What follows belongs to an exercise in optimizing a design on an open flow for small area, a short achievable clock period and few clock cycles per item; a production flow would make more cautious choices. The RTL was checked by simulation tests, not by an equivalence proof against the original design.

Setup of the baseline:
// filtro_fir_eq
module filtro_fir_eq #(
  parameter int TAPS = TAPS_DEF,
  parameter int NSTG = 3             
) (
  input  logic                       clock,
  input  logic                       reset,
  input  logic signed [SAMPLE_W-1:0] sample_in,
  input  logic                       sample_valid,
  input  logic                       coef_we,
  input  logic [$clog2(TAPS)-1:0]    coef_addr,
  input  logic signed [COEF_W-1:0]   coef_data,
  output logic [SAMPLE_W-1:0]        dac_out_data,
  output logic                       dac_out_valid,
  input  logic                       dac_out_ready,
  output logic                       busy,
  output logic                       overrun,
  output logic                       coef_err
);
Size in the first run: roughly 8500 cells after synthesis, about 1400 flip-flops, ~100000 um2 of cells after synthesis.
clock: 10.0 ns
lec_check: 0
abc_area: 1
cap_margin: 20
core_margin: 2
core_utilization: 55
setup_slack_margin: 5
slew_margin: 20
standard.sh (not shown) runs the stock make flow with config.mk's settings and CLKGATE_MAP_FILE= SYNTH_SCRIPT=/design/flow/synth_recipe.tcl, a recipe that flattens the netlist after the stock synthesis.
==> flow/flow/run.sh <==
#!/bin/bash
# Own flow: the standard layout with three changes.
# Synthesis: synth_recipe.tcl with Yosys's early "abc -fast" skipped
# (synth -noabc) so that the carry-save tree written in the RTL reaches
# extract_fa unchanged and maps to full-adder cells without inverters, and
# the Booth selector modules mapped to cells (flow/booth_map.v) before
# flattening. Registers, flattening and renaming are those of
# synth_recipe.tcl. Layout: timing repaired towards a 3.5 ns period (slack
# margin 6.5 ns at the design's 10 ns clock; the constraints are
# unchanged), and CTS without dummy loads.
set -euo pipefail
W=$PWD
head -1 synth_recipe.tcl | grep -q '^proc synth {args} { yosys synth -nofsm -noshare {\*}$args }$'
{ echo "set ::booth_map {$W/flow/booth_map.v}"
  cat flow/synth_head.tcl
  tail -n +2 synth_recipe.tcl; } > flow_synth.tcl
sed "s#SYNTH_SCRIPT=[^ ]*synth_recipe.tcl#SYNTH_SCRIPT=$W/flow_synth.tcl#" standard.sh > flow_standard.sh
grep -q flow_synth.tcl flow_standard.sh
bash flow_standard.sh SETUP_SLACK_MARGIN=6.5 \
  CTS_ARGS="-sink_clustering_enable -repair_clock_nets -dont_use_dummy_load" \
  finish > flow_standard.log 2>&1
==> flow/flow/booth_map.v <==
module booth_sel (input one, two, neg, a, b, output p);
  wire n;  // ~((one & a) | (two & b))
  sky130_fd_sc_hd__a22oi_1 g_sel (.A1(one), .A2(a), .B1(two), .B2(b), .Y(n));
  sky130_fd_sc_hd__xnor2_1 g_neg (.A(n), .B(neg), .Y(p));
endmodule

module booth_sel0 (input one, neg, a, output p);
  wire n;  // ~(one & a)
  sky130_fd_sc_hd__nand2_1 g_sel (.A(one), .B(a), .Y(n));
  sky130_fd_sc_hd__xnor2_1 g_neg (.A(n), .B(neg), .Y(p));
endmodule

module booth_seln (input one, two, neg, a, b, output p);
  wire n;  // ~((one & a) | (two & b))
  sky130_fd_sc_hd__a22oi_1 g_sel (.A1(one), .A2(a), .B1(two), .B2(b), .Y(n));
  sky130_fd_sc_hd__xor2_1 g_neg (.A(n), .B(neg), .X(p));
endmodule
==> flow/flow/synth_head.tcl <==
# Replaces the first line of synth_recipe.tcl (its synth wrapper): the same
# -nofsm -noshare, plus -noabc (no early "abc -fast", so the carry-save tree
# reaches extract_fa as written), and, once before the first synth call
# (design still hierarchical), the Booth selector modules mapped to cells.
set ::booth_mapped 0
proc synth {args} {
  if {!$::booth_mapped} {
    set ::booth_mapped 1
    yosys techmap -map $::booth_map
  }
  yosys synth -nofsm -noshare -noabc {*}$args
}
The baseline: done, clean on timing, DRC and antenna
Testbench counts of the baseline, summed over its fixed seeds: cycles 2,096, items 2,048.
The following lists how the candidate was set up differently from the baseline:
==> flow/flow/run.sh <==
#!/bin/bash
# Own flow: the standard layout with three changes.
# Synthesis: synth_recipe.tcl with Yosys's early "abc -fast" skipped
# (synth -noabc) so that the carry-save tree written in the RTL reaches
# extract_fa unchanged and maps to full-adder cells without inverters, and
# the Booth selector modules mapped to cells (flow/booth_map.v) before
# flattening. Registers, flattening and renaming are those of
# synth_recipe.tcl. Layout: timing repaired towards a 3.15 ns period (slack
# margin 6.85 ns at the design's 10 ns clock; the constraints are
# unchanged), and CTS without dummy loads.
set -euo pipefail
W=$PWD
head -1 synth_recipe.tcl | grep -q '^proc synth {args} { yosys synth -nofsm -noshare {\*}$args }$'
{ echo "set ::booth_map {$W/flow/booth_map.v}"
  cat flow/synth_head.tcl
  tail -n +2 synth_recipe.tcl; } > flow_synth.tcl
sed "s#SYNTH_SCRIPT=[^ ]*synth_recipe.tcl#SYNTH_SCRIPT=$W/flow_synth.tcl#" standard.sh > flow_standard.sh
grep -q flow_synth.tcl flow_standard.sh
bash flow_standard.sh SETUP_SLACK_MARGIN=6.85 \
  CTS_ARGS="-sink_clustering_enable -repair_clock_nets -dont_use_dummy_load" \
  finish > flow_standard.log 2>&1
Results
Comparing the baseline with the candidate, the fraction of synthesis flops using an asynchronous set or reset pin came out essentially unchanged.
In the reports for the baseline and the candidate, the larger shortest clock period the worst path allows after layout belongs to the baseline.
Clock-buffer cell count in the candidate vs the baseline: up 3.1%
Relative to the baseline, layout overhead on the synthesized area has increased by 1.8 points in the candidate.
The baseline reports its type of the setup path with the least slack as reg2reg while the candidate reports reg2out.
The wire length of the candidate exceeds that of the baseline by about 0.9%.
Hold slack essentially unchanged between the baseline and the candidate.

==> separate check: timing with driven ports <==
How much do the figures lean on ideal ports? The routed layouts below were timed once more, with nothing changed but the port constraints.
Step 1: set_driving_cell puts a clkbuf_16 on clock and a buf_2 on each other input, an assumption about the parent block.
Step 2 moves the port delays by t, midway between the first and last clock arrival at a register: inputs arrive t later, outputs are due t later. That takes back most of the time a late clock gives input paths.
Three values: no drivers, after step 1, after step 2; two values: the first two.
| run | shift t [ns] | slack for setup (ns) | latest minus earliest clock arrival (ns) |
|---|---|---|---|
| the baseline | 0.918 | 6.377 / 6.377 / 5.783 | 0.110 / 0.110 |
| the candidate | 0.903 | 6.637 / 6.536 / 6.169 | 0.094 / 0.093 |
After both steps every run listed still meets setup and hold. For the baseline, which loses most, drivers alone change the setup slack by 0.000 ns; drivers and shift together by -0.594 ns.
